This design comes from an exercise in tuning for small area and few clock cycles per item on the open sky130 flow, not from production work. Function was checked by simulation only, so behaviour that the tests miss may differ from the original. Power figures rest on the tool's default switching activity, not on a simulated workload.

delta:
==> flow/design.v <==
`timescale 1ns/100ps
package vsldu_pkg;
    localparam int ELEN = 32;
    localparam int ELEN_BYTES = ELEN / 8;
    localparam int EB_W = $clog2(ELEN_BYTES + 1);   
    localparam int MAX_LMUL = 4;   
    typedef enum logic [2:0] {
        SLDU_SLIDEUP    = 3'd0,   
        SLDU_SLIDEDOWN  = 3'd1,   
        SLDU_SLIDE1UP   = 3'd2,   
        SLDU_SLIDE1DOWN = 3'd3,   
        SLDU_VMV        = 3'd4    
    } sldu_op_e;
    typedef enum logic [2:0] {
        SEW_8  = 3'b000,
        SEW_16 = 3'b001,
        SEW_32 = 3'b010
    } sew_e;
    typedef enum logic [2:0] {
        LMUL_1 = 3'b000,
        LMUL_2 = 3'b001,
        LMUL_4 = 3'b010
    } lmul_e;
endpackage
`timescale 1ns/100ps
module vsldu_decode #(
    parameter int NB = 32   
) (
    input  logic [2:0]          op,
    input  logic [2:0]          sew,
    input  logic [2:0]          lmul,
    input  logic [31:0]         scalar,
    input  logic                load,        
    output logic [3:0]          rot_n,       
    output logic [3:0]          keep_n,      
    output logic [NB-1:0]       sel_hi,      
    output logic [NB-1:0]       sel_lo,      
    output logic [NB-1:0]       sel_src,     
    output logic [NB-1:0]       sel_sc,      
    output logic                hold,        
    output logic [31:0]         sc_lane      
);
    logic          e16, e32;
    logic          g16, g32;
    logic          one;         
    logic          big;         
    logic [4:0]    kb;          
    logic [4:0]    rot;         
    logic [NB-1:0] below_k;     
    logic [NB-1:0] fits;        
    logic          up_lo, up_hi, dn_lo, dn_hi, keep_l, keep_big, ins_lo_l, ins_hi_l;
    assign e16 = (sew == 3'd1);
    assign e32 = (sew == 3'd2);
    assign g16 = (lmul == 3'd1);
    assign g32 = (lmul == 3'd2);
    assign one = op[1] || op[2];
    assign sc_lane[7:0]   = scalar[7:0];
    assign sc_lane[15:8]  = (e16 || e32) ? scalar[15:8] : scalar[7:0];
    assign sc_lane[23:16] = e32 ? scalar[23:16] : scalar[7:0];
    assign sc_lane[31:24] = e32 ? scalar[31:24] : (e16 ? scalar[15:8] : scalar[7:0]);
    always_comb begin
        logic [2:0] lg_n;
        lg_n = 3'd3 + {1'b0, g32, g16} - {1'b0, e32, e16};
        big  = !one && (|scalar[31:5] || (scalar[4] && lg_n <= 3'd4) || (scalar[3] && lg_n <= 3'd3) ||
                        (scalar[2] && lg_n <= 3'd2) || (scalar[1] && lg_n <= 3'd1));
        if (one) kb = {2'b00, e32, e16, !(e32 || e16)};
        else     kb = e32 ? {scalar[2:0], 2'b00} : (e16 ? {scalar[3:0], 1'b0} : scalar[4:0]);
        rot = op[0] ? kb : (5'd0 - kb);   
    end
    assign rot_n  = ~rot[3:0];
    assign keep_n = rot[3:0];
    always_comb begin
        logic up, dn;
        up       = load && !big && (op == 3'd0 || op == 3'd2);
        dn       = load && !big && (op == 3'd1 || op == 3'd3);
        up_lo    = up && !rot[4];
        up_hi    = up && rot[4];
        dn_lo    = dn && !rot[4];
        dn_hi    = dn && rot[4];
        keep_l   = load && (op == 3'd0);
        keep_big = keep_l && big;
        ins_lo_l = load && (op == 3'd2 || op[2]);
        ins_hi_l = load && (op == 3'd3);
    end
    always_comb begin
        below_k = '0;
        below_k[0] = kb[0];
        for (int b = 1; b < 5; b++) begin
            for (int i = 0; i < (1 << b); i++) begin
                below_k[i + (1 << b)] = kb[b] && below_k[i];
                below_k[i]            = kb[b] || below_k[i];
            end
        end
        for (int i = 0; i < NB; i++) begin
            if (i < 8)       fits[i] = g32 ? !below_k[31 - i] : (g16 ? !below_k[15 - i] : !below_k[7 - i]);
            else if (i < 16) fits[i] = g32 ? !below_k[31 - i] : (g16 && !below_k[(15 - i) & 31]);
            else             fits[i] = g32 && !below_k[31 - i];
        end
        for (int i = 0; i < NB; i++) begin
            logic in_g;
            in_g       = (i < 8) || (i < 16 && g16) || g32;
            sel_lo[i]  = (up_lo && in_g && !below_k[i]) || (dn_lo && fits[i]);
            sel_hi[i]  = (up_hi && in_g && !below_k[i]) || (dn_hi && fits[i]);
            sel_src[i] = in_g && (keep_big || (keep_l && below_k[i]));
            sel_sc[i]  = (ins_lo_l && below_k[i]) || (ins_hi_l && in_g && !fits[i]);
        end
    end
    assign hold = !load;
endmodule
`timescale 1ns/100ps
module vsldu_rot_level #(
    parameter int NB = 32,
    parameter int SH = 1
) (
    input  logic [8*NB-1:0] d,
    input  logic            rot_n,
    input  logic            keep_n,
    output logic [8*NB-1:0] q_n
);
    logic [8*NB-1:0] moved;
    assign moved = {d[8*SH-1:0], d[8*NB-1:8*SH]};
    assign q_n = ~(({8*NB{rot_n}} | moved) & ({8*NB{keep_n}} | d));
endmodule
module vsldu_pick #(
    parameter int NB = 32
) (
    input  logic [8*NB-1:0] d,
    input  logic [8*NB-1:0] src,
    input  logic [NB-1:0]   sel_hi,
    input  logic [NB-1:0]   sel_lo,
    input  logic [NB-1:0]   sel_src,
    output logic [8*NB-1:0] q_n
);
    for (genvar i = 0; i < NB; i++) begin : g_byte
        assign q_n[8*i +: 8] = ~(({8{sel_hi[i]}}  & d[8*((i + NB/2) % NB) +: 8]) |
                                 ({8{sel_lo[i]}}  & d[8*i +: 8]) |
                                 ({8{sel_src[i]}} & src[8*i +: 8]));
    end
endmodule
module vsldu_keep #(
    parameter int W = 8
) (
    input  logic [W-1:0] q,
    input  logic         hold,
    output logic [W-1:0] k_n
);
    assign k_n = ~({W{hold}} & q);
endmodule
module vsldu_join3 #(
    parameter int W = 8
) (
    input  logic [W-1:0] a_n,
    input  logic [W-1:0] b_n,
    input  logic [W-1:0] c_n,
    output logic [W-1:0] y
);
    assign y = ~(a_n & b_n & c_n);
endmodule
module vsldu_join #(
    parameter int W = 8
) (
    input  logic [W-1:0] a_n,
    input  logic [W-1:0] b_n,
    output logic [W-1:0] y
);
    assign y = ~(a_n & b_n);
endmodule
module vsldu_slide_stage #(
    parameter int NB = 32
) (
    input  logic [8*NB-1:0]    vs2,
    input  logic [8*NB-1:0]    result,    
    input  logic [3:0]         rot_n,
    input  logic [3:0]         keep_n,
    input  logic [NB-1:0]      sel_hi,
    input  logic [NB-1:0]      sel_lo,
    input  logic [NB-1:0]      sel_src,
    input  logic [NB-1:0]      sel_sc,
    input  logic               hold,
    input  logic [31:0]        sc_lane,
    output logic [8*NB-1:0]    next_result
);
    logic [8*NB-1:0] stage [5];
    logic [8*NB-1:0] picked_n;
    logic [8*NB-1:0] kept_n;
    assign stage[0] = vs2;
    for (genvar b = 0; b < 4; b++) begin : g_rot
        vsldu_rot_level #(.NB(NB), .SH(1 << b)) u_level (
            .d(stage[b]), .rot_n(rot_n[b]), .keep_n(keep_n[b]), .q_n(stage[b+1])
        );
    end
    vsldu_pick #(.NB(NB)) u_pick (
        .d(stage[4]), .src(vs2), .sel_hi(sel_hi), .sel_lo(sel_lo), .sel_src(sel_src),
        .q_n(picked_n)
    );
    for (genvar i = 0; i < NB; i++) begin : g_out
        vsldu_keep #(.W(8)) u_keep (
            .q(result[8*i +: 8]), .hold(hold), .k_n(kept_n[8*i +: 8])
        );
        if (i < 8 || (i >= 12 && i < 16) || i >= 28) begin : g_sc
            logic [7:0] sc_n;
            vsldu_keep #(.W(8)) u_sc (
                .q(sc_lane[8*(i % 4) +: 8]), .hold(sel_sc[i]), .k_n(sc_n)
            );
            vsldu_join3 #(.W(8)) u_join (
                .a_n(picked_n[8*i +: 8]), .b_n(kept_n[8*i +: 8]), .c_n(sc_n),
                .y(next_result[8*i +: 8])
            );
        end else begin : g_nosc
            vsldu_join #(.W(8)) u_join (
                .a_n(picked_n[8*i +: 8]), .b_n(kept_n[8*i +: 8]), .y(next_result[8*i +: 8])
            );
        end
    end
endmodule
`timescale 1ns/100ps
module vsldu_top #(
    parameter int VLEN = 64
) (
    input  logic                                clk,
    input  logic                                rst_n,
    input  logic                                in_valid,
    output logic                                in_ready,
    input  logic [2:0]                          op,
    input  logic [2:0]                          sew,
    input  logic [2:0]                          lmul,
    input  logic [vsldu_pkg::MAX_LMUL*VLEN-1:0] vs2,
    input  logic [vsldu_pkg::ELEN-1:0]          scalar,
    output logic                                out_valid,
    input  logic                                out_ready,
    output logic [vsldu_pkg::MAX_LMUL*VLEN-1:0] result
);
    localparam int NB = vsldu_pkg::MAX_LMUL * VLEN / 8;
    logic [3:0]      rot_n;
    logic [3:0]      keep_n;
    logic [NB-1:0]   sel_hi;
    logic [NB-1:0]   sel_lo;
    logic [NB-1:0]   sel_src;
    logic [NB-1:0]   sel_sc;
    logic            hold;
    logic [31:0]     sc_lane;
    logic [8*NB-1:0] next_result;
    assign in_ready = !out_valid || out_ready;
    always_ff @(posedge clk or negedge rst_n) begin
        if (!rst_n) begin
            out_valid <= 1'b0;
        end else if (in_ready) begin
            out_valid <= in_valid;
        end
    end
    always_ff @(posedge clk) begin
        result <= next_result;
    end
    vsldu_decode #(.NB(NB)) u_decode (
        .op(op), .sew(sew), .lmul(lmul), .scalar(scalar), .load(in_ready),
        .rot_n(rot_n), .keep_n(keep_n), .sel_hi(sel_hi), .sel_lo(sel_lo),
        .sel_src(sel_src), .sel_sc(sel_sc), .hold(hold), .sc_lane(sc_lane)
    );
    vsldu_slide_stage #(.NB(NB)) u_slide (
        .vs2(vs2), .result(result), .rot_n(rot_n), .keep_n(keep_n),
        .sel_hi(sel_hi), .sel_lo(sel_lo), .sel_src(sel_src), .sel_sc(sel_sc),
        .hold(hold), .sc_lane(sc_lane), .next_result(next_result)
    );
endmodule
clock: 10.0 ns
lec_check: 0
cap_margin: 30
core_margin: 2
core_utilization: 30
place_density: 0.5
slew_margin: 25
synth_hierarchical: 1
standard.sh (not shown) runs the stock make flow with config.mk's settings and CLKGATE_MAP_FILE= SYNTH_SCRIPT=/design/flow/synth_recipe.tcl, a recipe that flattens the netlist after the stock synthesis.
==> flow/flow/run.sh <==
#!/bin/bash
# Layout: the standard flow (standard synthesis unchanged), with the port
# buffers made from the smallest buffer cell, small clock buffers and no CTS
# dummy loads.
set -euo pipefail
export BUFFER_PORTS_ARGS="-buffer_cell sky130_fd_sc_hd__buf_1"
export CTS_ARGS="-sink_clustering_enable -repair_clock_nets -dont_use_dummy_load -buf_list {sky130_fd_sc_hd__clkbuf_8} -root_buf sky130_fd_sc_hd__clkbuf_8 -sink_clustering_size 20 -sink_clustering_max_diameter 50"
bash standard.sh > make_flow.log 2>&1
Testbench counts of delta, summed over its fixed seeds: cycles 4,808, items 4,800.
Edits applied to the flow inputs when going from delta to garnet:
Settings: PLACE_DENSITY now 0.42, was 0.5; CORE_UTILIZATION now 24, was 30.
==> flow/flow/run.sh <==
#!/bin/bash
# Layout: the standard flow (standard synthesis unchanged), with the port
# buffers made from the smallest buffer cell, small clock buffers and no CTS
# dummy loads.
set -euo pipefail
export BUFFER_PORTS_ARGS="-buffer_cell sky130_fd_sc_hd__buf_1"
export CTS_ARGS="-sink_clustering_enable -repair_clock_nets -dont_use_dummy_load -buf_list {sky130_fd_sc_hd__clkbuf_8} -root_buf sky130_fd_sc_hd__clkbuf_16"
bash standard.sh > make_flow.log 2>&1
==> comparison <==
Summary of garnet over delta: worst hold slack across all endpoints went up, total wire length +3.1%, final critical path time including I/O delays and setup higher, clock network power climbed 19%, proportion of layout cells with a drive suffix above 1 comparable. Compared with delta, garnet shows first-pass GRT wire length that has gone up by a few percent. Summary — clock latency at the later pin of the worst-skew pair, garnet relative to delta: lower, by 110 ps. When the final numbers for garnet and delta were put side by side, the highest clock rate turned out to be smaller in garnet. Across both runs, critical path depth was lower for garnet than for delta.
Modified inputs, amber compared to garnet
==> flow/run.sh (new file) <==
#!/bin/bash
# synth_recipe.tcl (not shown) runs the flow's synth.tcl, then flattens the netlist and writes it again
# the make line also repeats each setting of config.mk as NAME=value (left out here)
make -C /OpenROAD-flow-scripts/flow DESIGN_CONFIG=/design/flow/config.mk WORK_HOME=/design/flow/orfs CLKGATE_MAP_FILE= SYNTH_SCRIPT=/design/flow/synth_recipe.tcl finish
removed: flow/flow/run.sh
removed: flow/standard.sh
## What came out
- garnet has a lower post-route total power than amber.
- Flip-flop and latch count came out exactly the same in amber and garnet.
- For the peak fanout along the critical path, amber came in 0.53% lower than garnet did.
- Instance count on the critical path ended up 1 lower on amber than on garnet.
- The setup slack of amber is smaller than that of garnet.
- Measured against amber, the internal power of garnet comes out at 0.801 times the reference value.
- Summary — worst-case register-to-register setup slack, amber relative to garnet: lower, by 320 ps.
- Taking amber over garnet, the fmax ratio works out to 0.894.
- End-of-flow core utilization for amber: 4.9 points up relative to garnet
- Between garnet and amber, count of non-CTS buffers in the layout increased.
- amber: full flow OK, the timing, design-rule and antenna checks passed
Edits applied to the flow inputs when going from amber to juniper:
Settings: SLEW_MARGIN: 25 -> 20; PLACE_DENSITY: 0.42 -> 0.4; CAP_MARGIN: 30 -> 20; CORE_UTILIZATION: 24 -> 22; CTS_BUF_LIST: unset -> sky130_fd_sc_hd__clkbuf_4 sky130_fd_sc_hd__clkbuf_8.
==> flow/flow/run.sh (new file) <==
#!/bin/bash
# Layout: the standard flow (standard synthesis unchanged), with the port
# buffers made from the smallest buffer cell and no CTS dummy loads.
set -euo pipefail
export BUFFER_PORTS_ARGS="-buffer_cell sky130_fd_sc_hd__buf_1"
export CTS_ARGS="-sink_clustering_enable -repair_clock_nets -dont_use_dummy_load"
bash standard.sh > make_flow.log 2>&1
==> flow/standard.sh (new file) <==
#!/bin/bash
# synth_recipe.tcl (not shown) runs the flow's synth.tcl, then flattens the netlist and writes it again
# the make line also repeats each setting of config.mk as NAME=value (left out here)
make -C /OpenROAD-flow-scripts/flow DESIGN_CONFIG=/design/flow/config.mk WORK_HOME=/design/flow/orfs CLKGATE_MAP_FILE= SYNTH_SCRIPT=/design/flow/synth_recipe.tcl "${@:-finish}"
removed: flow/run.sh
juniper | status: complete | timing, DRC, antenna: pass
juniper vs. amber: cell area power density climbed 6.9%, number of gates on the worst path with buffers counted rose 1, design area decreased by 14% relative to the old numbers, met2 wirelength from detailed routing went up by about 4.7%, die width now sits higher.
Against amber, juniper reports a clock skew that is higher.
juniper — count of buffer and inverter cells on the critical path 1 lower, amber as reference
Edits applied to the flow inputs when going from juniper to xenon:
Settings: a change of CORE_UTILIZATION from 22 to 28; a deleted CTS_BUF_LIST that had been sky130_fd_sc_hd__clkbuf_4 sky130_fd_sc_hd__clkbuf_8; a change of PLACE_DENSITY from 0.4 to 0.48; a change of CAP_MARGIN from 20 to 30; a change of SLEW_MARGIN from 20 to 25.
==> flow/flow/run.sh <==
#!/bin/bash
# Layout: the standard flow (standard synthesis unchanged), with the port
# buffers made from the smallest buffer cell, small clock buffers and no CTS
# dummy loads.
set -euo pipefail
export BUFFER_PORTS_ARGS="-buffer_cell sky130_fd_sc_hd__buf_1"
export CTS_ARGS="-sink_clustering_enable -repair_clock_nets -dont_use_dummy_load -buf_list {sky130_fd_sc_hd__clkbuf_8} -root_buf sky130_fd_sc_hd__clkbuf_16"
bash standard.sh > make_flow.log 2>&1
Results
juniper → xenon: final weighted congestion in routability-driven placement picked up an extra about 7%; synthesis-to-finish area growth down 3.6 points; number of standard cells in the layout, taps in and fillers out fell 240. xenon and juniper ended up with roughly the same final-stage net count. In the metrics for juniper and xenon, the one carrying the lower register-to-register slack is xenon. On xenon: share of the core filled with cells in the final layout is 5.8 points higher than what juniper gave. In the flow results for juniper and xenon, the combinational group power is smaller on xenon. xenon gives less multi-input logic area than juniper did.

[port drivers added, routing unchanged]
The results above use ideal ports. As a check the final layouts listed here were re-extracted and re-timed, cells and wires unchanged.
Step 1: set_driving_cell puts a clkbuf_16 on clk and a buf_2 on each other input, an assumption about the parent block.
Step 2 moves the port delays by t, midway between the first and last clock arrival at a register: inputs arrive t later, outputs are due t later. That takes back most of the time a late clock gives input paths.
a / b / c = ideal ports / drivers / drivers and shift; a / b = the first two.
| run | t, ns | slack for setup (ns) | latest minus earliest clock arrival (ns) |
|---|---|---|---|
| delta | 0.718 | 2.849 / 2.888 / 2.171 | 0.072 / 0.071 |
| garnet | 0.619 | 2.765 / 2.821 / 2.201 | 0.075 / 0.075 |
| amber | 0.651 | 1.906 / 1.957 / 1.307 | 0.031 / 0.031 |
| juniper | 0.641 | 2.713 / 2.766 / 2.125 | 0.045 / 0.046 |
| xenon | 0.627 | 2.716 / 2.762 / 2.136 | 0.062 / 0.061 |
After both steps setup and hold are still met in every run listed. For delta, which loses most, drivers alone change the setup slack by +0.039 ns; drivers and shift together by -0.678 ns.
